From an optimization exercise on the open Yosys and OpenROAD flow, aimed at small area and a short achievable clock period; shortcuts taken in it are not production practice.
In this exercise RTL edits were held to simulation tests only and were not proved equivalent to the original.
Power and IR drop assume default switching activity.

`run.sh`:
```
#!/bin/bash
# synth_recipe.tcl (not shown) runs the flow's synth.tcl, then flattens the netlist and writes it again
# the make line also repeats each setting of config.mk as NAME=value (left out here)
make -C /OpenROAD-flow-scripts/flow DESIGN_CONFIG=/design/flow/config.mk WORK_HOME=/design/flow/orfs CLKGATE_MAP_FILE= SYNTH_SCRIPT=/design/flow/synth_recipe.tcl finish
```
`config.mk`:
```
export PLATFORM = sky130hd
export DESIGN_NAME = rob_top
export DESIGN_NICKNAME = rob_top
export VERILOG_FILES = /design/flow/design.v
export SDC_FILE = /design/flow/constraint.sdc
export NUM_CORES = 4
export LEC_CHECK = 0
export CAP_MARGIN = 20
export CORE_MARGIN = 2
export CORE_UTILIZATION = 40
export SLEW_MARGIN = 20
```
`constraint.sdc`:
```
create_clock -name core_clock -period 4.5 [get_ports {clk}]
set_input_delay 0.9000 -clock core_clock [delete_from_list [all_inputs] [get_ports {clk}]]
set_output_delay 0.9000 -clock core_clock [all_outputs]
set_load 0.01 [all_outputs]
```
`design.v`:
```
package isa_pkg;
    typedef logic [32-1:0] word_t;
    typedef logic [5-1:0] areg_t;
    typedef enum logic [1:0] {
        KIND_ALU    = 2'd0,
        KIND_BRANCH = 2'd1,
        KIND_JAL    = 2'd2
    } inst_kind_e;
endpackage
package rob_pkg;
    typedef logic [4-1:0] rob_idx_t;
    typedef logic [6-1:0] preg_t;
    typedef struct packed {
        logic [32-1:0]   pc;
        logic [1:0]         kind;
        logic               predicted_taken;
        logic [32-1:0]   branch_target;
        logic [5-1:0] dest_areg;
        preg_t              dest_preg;
    } rob_entry_t;
    localparam int ROB_ENTRY_W = 2*32 + 3 + 5 + 6;
endpackage
module rob_top (
    input  logic                clk,
    input  logic                rst,
    input  logic                dispatch_valid,
    output logic                dispatch_ready,
    output rob_pkg::rob_idx_t   dispatch_idx,
    input  isa_pkg::word_t      dispatch_pc,
    input  isa_pkg::inst_kind_e dispatch_kind,
    input  logic                dispatch_predicted_taken,
    input  isa_pkg::word_t      dispatch_branch_target,
    input  isa_pkg::areg_t      dispatch_dest_areg,
    input  rob_pkg::preg_t      dispatch_dest_preg,
    input  logic                cdb_valid,
    input  rob_pkg::rob_idx_t   cdb_rob_idx,
    input  isa_pkg::word_t      cdb_data,
    output logic                commit_valid,
    input  logic                commit_ready,
    output isa_pkg::word_t      commit_pc,
    output isa_pkg::word_t      commit_result,
    output isa_pkg::areg_t      commit_dest_areg,
    output rob_pkg::preg_t      commit_dest_preg,
    output logic                redirect_valid,
    output isa_pkg::word_t      redirect_target
);
    localparam int D  = 16;
    localparam int XW = 32;
    localparam int AW = 5;
    localparam int PW = 6;
    localparam int IW = 4;
    logic [IW-1:0]  hp;         
    logic [IW-1:0]  tail;
    logic [IW:0]    count;
    logic           jal_pend;   
    logic [XW-1:0]  jal_tgt;    
    logic [D-1:0][XW-1:0] s_pc;
    logic [D-1:0][XW-1:0] s_res;
    logic [D-1:0][AW-1:0] s_areg;
    logic [D-1:0][PW-1:0] s_preg;
    logic [D-1:0][1:0]    s_mc;
    logic [D-1:0]         s_done;
    logic           full, empty;
    logic [D-1:0]   hsel, wsel, csel;
    logic [XW-1:0]  h_pc, h_res;
    logic [AW-1:0]  h_areg;
    logic [PW-1:0]  h_preg;
    logic [1:0]     h_mc;
    logic           h_done;
    logic           mispredict, commit_fire, flush, dispatch_fire;
    logic           d_jal0;
    logic [1:0]     d_mc;
    assign full  = count[IW];
    assign empty = (count == '0);
    always_comb begin
        h_pc   = '0;
        h_res  = '0;
        h_areg = '0;
        h_preg = '0;
        h_mc   = '0;
        h_done = 1'b0;
        for (int i = 0; i < D; i++) begin
            hsel[i] = (hp == IW'(i));
            h_pc   = h_pc   | ({XW{hsel[i]}} & s_pc[i]);
            h_res  = h_res  | ({XW{hsel[i]}} & s_res[i]);
            h_areg = h_areg | ({AW{hsel[i]}} & s_areg[i]);
            h_preg = h_preg | ({PW{hsel[i]}} & s_preg[i]);
            h_mc   = h_mc   | ({2{hsel[i]}}  & s_mc[i]);
            h_done = h_done | (hsel[i] & s_done[i]);
        end
    end
    assign commit_valid     = h_done && !empty;
    assign commit_pc        = h_pc;
    assign commit_result    = h_res;
    assign commit_dest_areg = h_areg;
    assign commit_dest_preg = h_preg;
    assign mispredict    = h_res[0] ? h_mc[1] : h_mc[0];
    assign commit_fire   = commit_valid && commit_ready;
    assign flush         = commit_fire && mispredict;
    assign dispatch_ready = !full && !flush;
    assign dispatch_fire = dispatch_valid && dispatch_ready;
    assign dispatch_idx  = tail;
    assign redirect_target = (h_mc == 2'b11) ? jal_tgt :
                             h_res[0]        ? {h_res[XW-1:1], 1'b0} :
                                               h_pc + XW'(4);
    assign d_jal0 = (dispatch_kind == isa_pkg::KIND_JAL) && !dispatch_predicted_taken;
    assign d_mc   = {((dispatch_kind == isa_pkg::KIND_BRANCH) && !dispatch_predicted_taken) || d_jal0,
                     ((dispatch_kind == isa_pkg::KIND_BRANCH) &&  dispatch_predicted_taken) || d_jal0};
    always_ff @(posedge clk) begin
        if (rst) begin
            hp             <= '0;
            tail           <= '0;
            count          <= '0;
            redirect_valid <= 1'b0;
            jal_pend       <= 1'b0;
        end else begin
            redirect_valid <= flush;
            if (flush) begin
                tail     <= hp + 1'b1;
                count    <= '0;
                jal_pend <= 1'b0;
            end else begin
                if (redirect_valid || commit_fire) begin
                    hp <= hp + 1'b1;
                end
                if (dispatch_fire) begin
                    tail <= tail + 1'b1;
                end
                case ({dispatch_fire, commit_fire})
                    2'b10:   count <= count + 1'b1;
                    2'b01:   count <= count - 1'b1;
                    default: count <= count;
                endcase
                if (dispatch_fire && d_jal0) begin
                    jal_pend <= 1'b1;
                end
            end
        end
    end
    always_ff @(posedge clk) begin
        if (dispatch_valid && !full && d_jal0 && !jal_pend) begin
            jal_tgt <= dispatch_branch_target;
        end
    end
    always_comb begin
        for (int i = 0; i < D; i++) begin
            wsel[i] = (tail == IW'(i)) && !full;
            csel[i] = cdb_valid && (cdb_rob_idx == IW'(i));
        end
    end
    always_ff @(posedge clk) begin
        for (int i = 0; i < D; i++) begin
            if (wsel[i]) begin
                s_pc[i]   <= dispatch_pc;
                s_areg[i] <= dispatch_dest_areg;
                s_preg[i] <= dispatch_dest_preg;
                s_mc[i]   <= d_mc;
                s_done[i] <= 1'b0;
            end else if (csel[i]) begin
                s_done[i] <= 1'b1;
            end
            if (csel[i] && !s_done[i]) begin
                s_res[i] <= cdb_data;
            end
        end
    end
endmodule
```
==> impl_results.md <==
* Peak supply drop at 0.388 mV
* Clock Skew at 40.4 ps
* Grt met1 use at 35.8%
* WP data required at 3600 ps
* Most frequent cells in the layout: edfxtp_1, buf_4, a22o_1
* Worst-path clk slew at 60 ps
* Rows at 128
* Largest net degree at the start of global routing at 47
* Outcome: complete, but fails checks
* Crit share post-route at 111%
* Skew-Pair Late Insertion Delay at 780 ps
* Initial Util at 40.4%
* Area growth syn-to-layout at 30.5%
* HPWL after DPL at 103,000 um
* RePlAce Congestion at 0.915
* Final setup viols at 33
* Drt first pass iters at 6
* Vias at 32,836
* Core Region at 122,000 sq um
* Routed Antenna Nets at 0
* Inst Count DP at 4,868
* 1st-iter DRT viols at 4,882
* CTS tree: done
* DRC at 0
* Gr ovfl total at 0
* Post-layout util at 52.7%
* Worst Path Max Fanout at 7
* Final Hold Fails at 0
* Fmax at 200 MHz
* Setup ws final at -490 ps
* Inserted Clock Buffers at 137
* Number of synthesized flops with an enable pin at 1,264
* Power Dens Cells at 409 nW/um^2
* GR Util met3 at 6.05%
* Hold-fix buffers, CTS at 0
* First-pass GRT wire length at 237,000 um
* Slew @ Worst Pin at 1210 ps
* WS Path Type: register to output port
* GRT Overall Usage at 26.3%
* Post-synthesis average cell area at 17.6 sq um
* Ys flop type: edfxtp_1
* I/O pins at 233
* Clock sink count at 1,295
* Share of layout cells above drive strength 1 at 30.8%
* Fail Reasons: setup timing
* Maximum clock path buffer count at 3
* Vias in the first global route at 31,777
* Cell Area, Synth at 49,300 sq um
* Yosys cell types at 94
* Port bufs at 232
* Yosys warning count at 1
* Register area share after synthesis at 78.3%
* Async S/R FF share, synth at 0%
* Leakage at 0.0219 uW
* Hold Path Class: register to register
* Nets at 3,697
* Normalized max-slew margin at 19.5%
* Commonest non-fill, non-tap cell in the layout: edfxtp_1
* Initial antenna violation count at 17
* CP Launch Type: register
* Number of synthesized register bits at 1,295
* Pre-CTS WS at -524 ps
* Critical Path Sink Type: output port
* Fin. max-slew vios at 0
* Minimum clock period at 4990 ps
* Synth Instances at 2,799
* Post-Route WL at 172,000 um
* RSZ-0062 raised after global routing: yes
* Met2 track utilization from global routing at 41.2%
* Drt wl/cell at 32.5 um
* Die X at 355 um
* Die ar. at 126,000 sq um
* Post-Syn Nets at 2,932
* Die height at 355 um
* Worst endpoint data arrival time at 4090 ps
* H-tree depth at 4
* Vias per cell at 6.18
* Root Buffer: clkbuf_16
* Max-cap violations at 0
* Fin cells at 5,310
* Busiest grt layer: met2
[path summary, 6_finish.rpt]
kind / startpoint / to / slack, ps / depth (start not counted)
worst max-delay path: hp[1] / redirect_target[26] / -490 / 15
worst min-delay path: s_done[1] / s_done[1] / 540 / 2
worst max register to register: hp[1] / count[4] / 250 / 22
worst min register to register: s_done[1] / s_done[1] / 540 / 2
[timing repair]
item | 4_1_cts | 5_1_grt
buffers inserted | 65 | 120
gates resized for setup | 300 | 309
endpoints found under the setup margin | 86 | 70
cloned | 6 | 5
pin swaps | 57 | 135
[critical path: stages, from the launching register on]
cell	delay (ps)
dfxtp_4	380
buf_6	110
ha_4	160
buf_12	130
buf_12	120
a221oi_1	100
a211oi_2	290
a2111oi_4	50
buf_4	140
a221o_1	320
nor4_4	390
buf_4	230
buf_4	120
a31oi_4	70
o211ai_1	490
buf_2	240
[power breakdown]
group / switching (uW) / internal, uW / total [uW] / leakage [uW]
registers: 96.1 / 13500 / 13600 / 0.0117
clock network: 4840 / 6220 / 11100 / 0.00213
logic: 1000 / 693 / 1700 / 0.00802
[cells by family (layout without fill, tap and decap cells)]
| logic type | count (synthesis) | after routing | synth area share (%) |
|---|---|---|---|
| multiplexers | 43 | 43 | 0.967 |
| flip-flops | 1295 | 1295 | 78.3 |
| buffers and inverters | 212 | 1091 | 2.39 |
| adder cells (fa/ha/maj) | 14 | 14 | 0.371 |
| AND/OR/NAND/NOR | 442 | 442 | 5.04 |
| other | 0 | 7 | 0 |
| XOR/XNOR | 21 | 21 | 0.373 |
| AO/OA/AOI/OAI | 772 | 772 | 12.6 |
[state kept, by name (all words and copies together) (netlist names)]
register,cells
count,5
hp,4
jal_pend,1
jal_tgt,32
redirect_valid,1
s_areg,80
s_done,16
s_mc,32
s_pc,512
s_preg,96
s_res,512
tail,4
[through the flow]
stage | hold slack [ps] | total power, uW | area [sq um] | TNS (ps)
detailed placement | 515 | 15300 | 56300 | -5920
finish | 538 | 26300 | 64300 | -9890
floorplan | 451 | 14300 | 49300 | -18200
CTS | 536 | 26200 | 62200 | -14890
global placement | 498 | 15300 | 56300 | -5400
global route | 552 | 27000 | 64300 | -13560
[cells in the mapped netlist, types with 31 or more instances]
| library cell | number | area, sq um |
|---|---|---|
| a21oi_1 | 62 | 310 |
| a221oi_1 | 179 | 1570 |
| a222oi_1 | 33 | 330 |
| a22o_1 | 159 | 1390 |
| a22oi_1 | 166 | 1250 |
| and3_1 | 35 | 219 |
| buf_2 | 56 | 280 |
| clkbuf_1 | 65 | 244 |
| dfxtp_1 | 31 | 621 |
| edfxtp_1 | 1264 | 38000 |
| nand2_1 | 81 | 304 |
| nand3_1 | 35 | 175 |
| nand4_1 | 47 | 294 |
| nor2_1 | 85 | 319 |
| nor3_1 | 38 | 190 |
| o21ai_0 | 31 | 155 |
[per-layer routing]
| layer | wire length [um] | part of all wire (%) |
|---|---|---|
| met3 | 19600 | 11 |
| met2 | 80000 | 46 |
| met5 | 91 | 0.053 |
| met4 | 6710 | 3.9 |
| met1 | 66000 | 38 |
[area by class of cell]
cell class | count | area, sq um
Clock buffer | 173 | 3630
Inverter | 24 | 111
Sequential cell | 1295 | 38600
Clock inverter | 80 | 783
Timing Repair Buffer | 814 | 8140
Multi-Input combinational cell | 1292 | 11000
Tap cell | 1625 | 2030
Fill cell | 9606 | 57700
Antenna cell | 7 | 17.5

## afterwards: timing with drivers on the ports
No port has a modelled driver above. Below, the same layout with a new extraction and two added sets of constraints. Step 1 (the two cells are an assumption about what drives the block):
set clk [get_ports {clk}]
set_driving_cell -lib_cell sky130_fd_sc_hd__clkbuf_16 $clk
set_driving_cell -lib_cell sky130_fd_sc_hd__buf_2 [delete_from_list [all_inputs] $clk]
Step 2 also shifts input and output timing later by t, the mid clock arrival at the registers, as if the neighbouring blocks saw the same clock. Three values: no drivers, after step 1, after step 2; two values: the first two.
shift t [ns]: 0.822
slack for setup (ns): -0.490 / -0.563 / 0.247
worst hold slack (ns): 0.538 / 0.538 / 0.538
For this run, drivers alone change the setup slack by -0.073 ns; drivers and shift together by +0.737 ns.
